From an optimization exercise on the open Yosys and OpenROAD flow, aimed at small area and a short achievable clock period; shortcuts taken in it are not production practice. The RTL was checked by simulation tests, not by an equivalence proof against the original design. Power is estimated from default activity; no workload was simulated.

==> flow/design.v <==
package lc3b_types;
  localparam int DEF_TAG_W  = 9;
  localparam int DEF_LINE_W = 128;
  typedef enum logic [1:0] {
    WR_FILL   = 2'b00,
    WR_MODIFY = 2'b01,
    WR_INVAL  = 2'b10,
    WR_NOP    = 2'b11
  } wr_mode_e;
endpackage
module l2_plru #(
  parameter  int WAYS = 2,
  localparam int WW   = $clog2(WAYS),
  localparam int PW   = WAYS - 1
) (
  input  logic [PW-1:0]   rd_state,
  input  logic [WAYS-1:0] rd_valid,
  input  logic            rd_touch,
  input  logic [WW-1:0]   rd_way,
  input  logic            same_set,
  input  logic [PW-1:0]   wr_state,
  input  logic            wr_touch,
  input  logic [WW-1:0]   wr_way,
  output logic [PW-1:0]   rd_next,
  output logic [PW-1:0]   wr_next,
  output logic [WW-1:0]   victim
);
  logic [PW-1:0] rd_mid_s;
  logic [WW-1:0] plru_way_s;
  logic [WW-1:0] inv_way_s;
  if (WAYS == 2) begin : g_two
    assign rd_mid_s   = rd_touch ? ~rd_way : rd_state;
    assign rd_next    = (wr_touch && same_set) ? ~wr_way : rd_mid_s;
    assign wr_next    = wr_touch ? ~wr_way : wr_state;
    assign plru_way_s = rd_state;
  end else begin : g_four
    function automatic logic [2:0] touch(input logic [2:0] s, input logic [1:0] w);
      logic [2:0] r;
      r    = s;
      r[0] = ~w[1];
      if (w[1]) begin
        r[2] = ~w[0];
      end else begin
        r[1] = ~w[0];
      end
      touch = r;
    endfunction
    assign rd_mid_s   = rd_touch ? touch(rd_state, rd_way) : rd_state;
    assign rd_next    = (wr_touch && same_set) ? touch(rd_mid_s, wr_way) : rd_mid_s;
    assign wr_next    = wr_touch ? touch(wr_state, wr_way) : wr_state;
    assign plru_way_s = rd_state[0] ? {1'b1, rd_state[2]} : {1'b0, rd_state[1]};
  end
  always_comb begin
    inv_way_s = '0;
    for (int w = WAYS - 1; w >= 0; w--) begin
      inv_way_s = rd_valid[w] ? inv_way_s : WW'(w);
    end
  end
  assign victim = (&rd_valid) ? plru_way_s : inv_way_s;
endmodule
import lc3b_types::*;
module l2_cache_array
#(
  parameter  int WAYS   = 4,
  parameter  int SETS   = 8,
  parameter  int TAG_W  = DEF_TAG_W,
  parameter  int LINE_W = DEF_LINE_W,
  localparam int IW     = $clog2(SETS),
  localparam int WW     = $clog2(WAYS)
) (
  input  logic              clk,
  input  logic              rst,
  input  logic              rd_en,
  input  logic [IW-1:0]     rd_index,
  input  logic [TAG_W-1:0]  rd_tag,
  output logic              rd_done,
  output logic              hit,
  output logic [WW-1:0]     hit_way,
  output logic [LINE_W-1:0] hit_data,
  output logic [WW-1:0]     vic_way,
  output logic              vic_valid,
  output logic              vic_dirty,
  output logic [TAG_W-1:0]  vic_tag,
  output logic [LINE_W-1:0] vic_data,
  input  logic              wr_en,
  input  logic [1:0]        wr_mode,
  input  logic [IW-1:0]     wr_index,
  input  logic [WW-1:0]     wr_way,
  input  logic [TAG_W-1:0]  wr_tag,
  input  logic [LINE_W-1:0] wr_data
);
  localparam int PW = WAYS - 1;
  logic [WAYS-1:0]   valid_r [SETS];
  logic [WAYS-1:0]   dirty_r [SETS];
  logic [PW-1:0]     plru_r  [SETS];
  logic [TAG_W-1:0]  tag_r   [WAYS][SETS];
  logic [LINE_W-1:0] line_r  [WAYS][SETS];
  logic [WAYS-1:0]   match_s;
  logic              hit_s;
  logic [WW-1:0]     hit_way_s;
  logic [LINE_W-1:0] hit_data_s;
  logic [WW-1:0]     victim_s;
  logic              wr_touch_s;
  logic              same_set_s;
  logic [PW-1:0]     plru_rd_next_s;
  logic [PW-1:0]     plru_wr_next_s;
  always_comb begin
    match_s = '0;
    for (int w = 0; w < WAYS; w++) begin
      match_s[w] = valid_r[rd_index][w] && (tag_r[w][rd_index] == rd_tag);
    end
  end
  assign hit_s = $onehot(match_s);
  always_comb begin
    hit_way_s  = '0;
    hit_data_s = '0;
    for (int w = 0; w < WAYS; w++) begin
      hit_way_s  = hit_way_s  | (match_s[w] ? WW'(w) : '0);
      hit_data_s = hit_data_s | (match_s[w] ? line_r[w][rd_index] : '0);
    end
  end
  assign wr_touch_s = wr_en && ((wr_mode == WR_FILL) || (wr_mode == WR_MODIFY));
  assign same_set_s = (rd_index == wr_index);
  l2_plru #(.WAYS(WAYS)) u_plru (
    .rd_state (plru_r[rd_index]),
    .rd_valid (valid_r[rd_index]),
    .rd_touch (hit_s),
    .rd_way   (hit_way_s),
    .same_set (same_set_s),
    .wr_state (plru_r[wr_index]),
    .wr_touch (wr_touch_s),
    .wr_way   (wr_way),
    .rd_next  (plru_rd_next_s),
    .wr_next  (plru_wr_next_s),
    .victim   (victim_s)
  );
  always_ff @(posedge clk or posedge rst) begin
    if (rst) begin
      for (int s = 0; s < SETS; s++) begin
        valid_r[s] <= '0;
        dirty_r[s] <= '0;
        plru_r[s]  <= '0;
      end
    end else begin
      if (wr_en) begin
        case (wr_mode)
          WR_FILL: begin
            valid_r[wr_index][wr_way] <= 1'b1;
            dirty_r[wr_index][wr_way] <= 1'b0;
          end
          WR_MODIFY: begin
            valid_r[wr_index][wr_way] <= 1'b1;
            dirty_r[wr_index][wr_way] <= 1'b1;
          end
          WR_INVAL: begin
            valid_r[wr_index][wr_way] <= 1'b0;
            dirty_r[wr_index][wr_way] <= 1'b0;
          end
          WR_NOP: begin
          end
          default: begin
          end
        endcase
      end
      if (rd_en) begin
        plru_r[rd_index] <= plru_rd_next_s;
      end
      if (wr_touch_s && !(rd_en && same_set_s)) begin
        plru_r[wr_index] <= plru_wr_next_s;
      end
    end
  end
  always_ff @(posedge clk) begin
    if (wr_touch_s) begin
      tag_r[wr_way][wr_index]  <= wr_tag;
      line_r[wr_way][wr_index] <= wr_data;
    end
  end
  always_ff @(posedge clk or posedge rst) begin
    if (rst) begin
      rd_done   <= 1'b0;
      hit       <= 1'b0;
      hit_way   <= '0;
      hit_data  <= '0;
      vic_way   <= '0;
      vic_valid <= 1'b0;
      vic_dirty <= 1'b0;
      vic_tag   <= '0;
      vic_data  <= '0;
    end else if (rd_en) begin
      rd_done   <= 1'b1;
      hit       <= hit_s;
      hit_way   <= hit_s ? hit_way_s : '0;
      hit_data  <= hit_s ? hit_data_s : '0;
      vic_way   <= victim_s;
      vic_valid <= valid_r[rd_index][victim_s];
      vic_dirty <= dirty_r[rd_index][victim_s];
      vic_tag   <= tag_r[victim_s][rd_index];
      vic_data  <= line_r[victim_s][rd_index];
    end else begin
      rd_done   <= 1'b0;
    end
  end
endmodule
==> flow/run.sh <==
#!/bin/bash
# synth_recipe.tcl (not shown) runs the flow's synth.tcl, then flattens the netlist and writes it again
# the make line also repeats each setting of config.mk as NAME=value (left out here)
make -C /OpenROAD-flow-scripts/flow DESIGN_CONFIG=/design/flow/config.mk WORK_HOME=/design/flow/orfs CLKGATE_MAP_FILE= SYNTH_SCRIPT=/design/flow/synth_recipe.tcl finish
==> flow/config.mk <==
export PLATFORM = sky130hd
export DESIGN_NAME = l2_cache_array
export DESIGN_NICKNAME = l2_cache_array
export VERILOG_FILES = /design/flow/design.v
export SDC_FILE = /design/flow/constraint.sdc
export NUM_CORES = 4
export LEC_CHECK = 0
export CAP_MARGIN = 20
export CORE_MARGIN = 2
export CORE_UTILIZATION = 40
export SLEW_MARGIN = 20
==> flow/constraint.sdc <==
create_clock -name core_clock -period 5.0 [get_ports {clk}]
set_input_delay 1.0000 -clock core_clock [delete_from_list [all_inputs] [get_ports {clk}]]
set_output_delay 1.0000 -clock core_clock [all_outputs]
set_load 0.01 [all_outputs]
==> impl_metrics.json <==
{
  "yosysWarnings": 8,
  "antenna_found_initial": 51,
  "cts.repair.resized": 0,
  "fp-row-count": 250,
  "nets": 10200,
  "p_per_area_mw_per_mm2": 395,
  "nFillCells": 38100,
  "syn_nets": 9148,
  "dieArea_sq_mm": 0.471,
  "drv_cap": 0,
  "crit_type": "input pin to flop",
  "slew_headroom_pct": 19.8,
  "critPathRequiredTime_ps": 5840,
  "fin_crit_sh_pct": 92.6,
  "end_kind": "flop",
  "vdd.ir_drop.worst_uv": 350,
  "multi_input_comb_area_sq_mm": 0.0428,
  "rsz0062_at_grt": "false",
  "outcome": "timing/DRC/antenna clean",
  "worstHoldPathType": "input pin to flop",
  "drt-initial-drc-count": 10900,
  "io_pins": 433,
  "synth_area_sq_mm": 0.186,
  "ctsRootBufferMaster": "clkbuf_16",
  "p_leak_nw": 73.9,
  "synthCells": 8985,
  "fin_area_sq_mm": 0.219,
  "gr-total-overflow": 0,
  "post_dp_cell_area_sq_mm": 0.204,
  "clock_latency_ps": 1030,
  "p_total_mw": 86.5,
  "start_kind": "input pin",
  "ant_nets": 0,
  "initial_core_util_pct": 40.1,
  "maxSlewViolCount": 0,
  "firstDrtPassIters": 5,
  "period_minus_slack_ps": 4630,
  "cts_setup_buffers": 0,
  "dp_slack_ps": -610,
  "crit_path_max_fanout": 19,
  "cts_tree": "yes",
  "ys_types": 64,
  "die_x_um": 686,
  "path_clk_slew_ps": 60,
  "cts_hold_buffers": 0,
  "post-dp-hpwl_um": 294000,
  "drc": 0,
  "synth_enable_flop_cells": 4384,
  "fin_util_pct": 47.2,
  "cts_buffer_depth": 4,
  "fp.dieH_um": 686,
  "drive_gt1_share_pct": 25.1,
  "synth_seq_cells": 4745,
  "cts.sinks": 4745,
  "grt_pass1_wl_um": 731000,
  "area_delta_synth_final_pct": 17.7,
  "cts_buffers": 475,
  "finClkSkew_ps": 59.1,
  "fmax_mhz": 216,
  "synth_ff_type": "edfxtp_1",
  "grt_use_total_pct": 21.5,
  "yosysSeqAreaShare_pct": 75.6,
  "htree_levels": 5,
  "grt_pass1_vias": 98300,
  "layout_commonest_cell": "edfxtp_1",
  "vias": 96000,
  "cp_data_arrival_time_ps": 5470,
  "final-setup-viol-count": 0,
  "routabilityCongestion": 0.860,
  "worst_pin_slew_ps": 1200,
  "syn_area_per_cell_sq_um": 20.7,
  "hold_viol_final": 0,
  "worst_slack_ps": 370,
  "wl_per_cell_um": 30.9,
  "core_sq_mm": 0.464,
  "port_buffers": 432,
  "wirelength_um": 515000,
  "layout_common_cells": "4,384 x edfxtp_1, 1,069 x mux4_2, 997 x mux2i_1, 523 x buf_4, 483 x clkbuf_16",
  "vias_per_cell": 5.75,
  "regArea_sq_mm": 0.141,
  "ys_async_sr_fraction_pct": 7.61,
  "grt_max_degree": 163
}
==> through the flow <==
stage / hold WS, ps / setup TNS [ps] / cells
global route: 443 / 0 / 16700
global placement: 453 / -117060 / 15800
floorplan: 441 / -3868380 / 8985
finish: 443 / 0 / 16700
CTS: 391 / 0 / 16700
detailed placement: 463 / -102870 / 15800
==> where the power goes <==
| part | total (mW) | switching, mW | internal [mW] |
|---|---|---|---|
| sequential | 44.5 | 0.425 | 44.0 |
| combinational | 6.61 | 3.67 | 2.94 |
| clock | 35.4 | 15.1 | 20.3 |
| total | 86.5 | 19.2 | 67.2 |
==> cell usage after synthesis (all sizes together), types with 13 or more instances <==
| master | n | share of area [%] |
|---|---|---|
| a21o | 24 | 0.097 |
| a21oi | 176 | 0.47 |
| a22oi | 21 | 0.085 |
| a31oi | 14 | 0.055 |
| buf | 274 | 0.80 |
| clkbuf | 252 | 0.51 |
| dfrtp | 361 | 4.9 |
| edfxtp | 4384 | 71 |
| inv | 142 | 0.29 |
| mux2 | 51 | 0.31 |
| mux2i | 997 | 5.4 |
| mux4 | 1069 | 13 |
| nand2 | 101 | 0.20 |
| nand2b | 13 | 0.044 |
| nand3 | 14 | 0.038 |
| nor2 | 474 | 0.96 |
| nor2b | 18 | 0.061 |
| nor3 | 19 | 0.051 |
| o21ai | 173 | 0.47 |
| o22ai | 137 | 0.46 |
| o311ai | 128 | 0.60 |
| xnor2 | 16 | 0.075 |
| xor2 | 22 | 0.10 |
==> final timing paths <==
| check | cells past startpoint | endpoint | startpoint | slack, ps |
|---|---|---|---|---|
| setup / recovery | 18 | plru_r[5][2]$_DFF_PP0_ | rd_index[0] | 370 |
| hold / removal | 1 | rd_done$_DFF_PP0_ | rd_en | 440 |
| setup reg to reg | 16 | plru_r[5][2]$_DFF_PP0_ | tag_r[18][0]$_DFFE_PP_ | 430 |
| hold reg to reg | 1 | flop | flop | 480 |
| max in group asynchronous | 4 | hit_data[79]$_DFFE_PP0P_ | rst | 3270 |
| min in group asynchronous | 2 | vic_data[67]$_DFFE_PP0P_ | rst | 510 |
==> layout make-up <==
| type | instances | area share (%) |
|---|---|---|
| Antenna cell | 17 | 0.0194 |
| Clock buffer | 619 | 5.90 |
| Clock inverter | 272 | 1.21 |
| Inverter | 144 | 0.252 |
| Multi-Input combinational cell | 3570 | 19.5 |
| Sequential cell | 4745 | 64.2 |
| Tap cell | 6174 | 3.53 |
| Timing Repair Buffer | 1141 | 5.32 |
==> worst max-delay path, cell delays in order <==
cell and delay, ps:
buf_16 160, buf_4 140, and2_1 400, a22oi_1 150, nand2_1 160, xor2_1 190, nand4_1 180, or4b_4 570
fa_1 560, inv_1 50, ha_1 170, ha_1 290, nor2_1 170, nand2_1 100, nor4_1 320, mux2_2 400
a31oi_4 300, a21oi_1 120
==> state kept, by name, summed over array words and instances (netlist names), named ones only <==
name / count
vic_way: 2
tag_r: 288
line_r: 4096
hit_way: 2
hit: 1
vic_dirty: 1
vic_valid: 1
rd_done: 1
plru_r: 24
vic_tag: 9
vic_data: 128
hit_data: 128
==> logic make-up after synthesis <==
| family | Yosys count | synth area share [%] |
|---|---|---|
| AND/OR/NAND/NOR | 689 | 1.53 |
| multiplexers | 2117 | 18.6 |
| buffers and inverters | 670 | 1.59 |
| flip-flops | 4745 | 75.6 |
| XOR/XNOR | 38 | 0.179 |
| AO/OA/AOI/OAI | 723 | 2.48 |
| adder cells (fa/ha/maj) | 3 | 0.0242 |
==> layer usage <==
metal / wire (um) / part of all wire (%) / vias up / GRT usage (%)
met2: 245000 / 48 / 3801 / 34.4
met1: 218000 / 42 / 52100 / 30.6
met4: 13800 / 2.7 / 28 / 5.72
li1: - / - / 39200 / -
met3: 38600 / 7.5 / 796 / 3.73
met5: 162 / 0.031 / - / 0

-- what the ideal ports hide --
Ports are ideal in the flow. The routed layout listed here was re-timed in OpenROAD.
Step 1 (the two cells are an assumption about what drives the block):
set clk [get_ports {clk}]
set_driving_cell -lib_cell sky130_fd_sc_hd__clkbuf_16 $clk
set_driving_cell -lib_cell sky130_fd_sc_hd__buf_2 [delete_from_list [all_inputs] $clk]
Step 2 moves the port delays by t, midway between the first and last clock arrival at a register: inputs arrive t later, outputs are due t later. That takes back most of the time a late clock gives input paths.
Three values: ideal ports, drivers, drivers and shift; two values: the first two.
shift t [ns]: 1.107
slack for setup (ns): 0.370 / 0.399 / -0.708
worst setup path at the end: input to register
clock arrival spread, ns: 0.094 / 0.094
pins driven straight from the clock port: 1
With both steps, setup timing fails in this run, where it was met with ideal ports. The setup slack of this run moves by +0.029 ns with the drivers and by -1.078 ns with both steps.
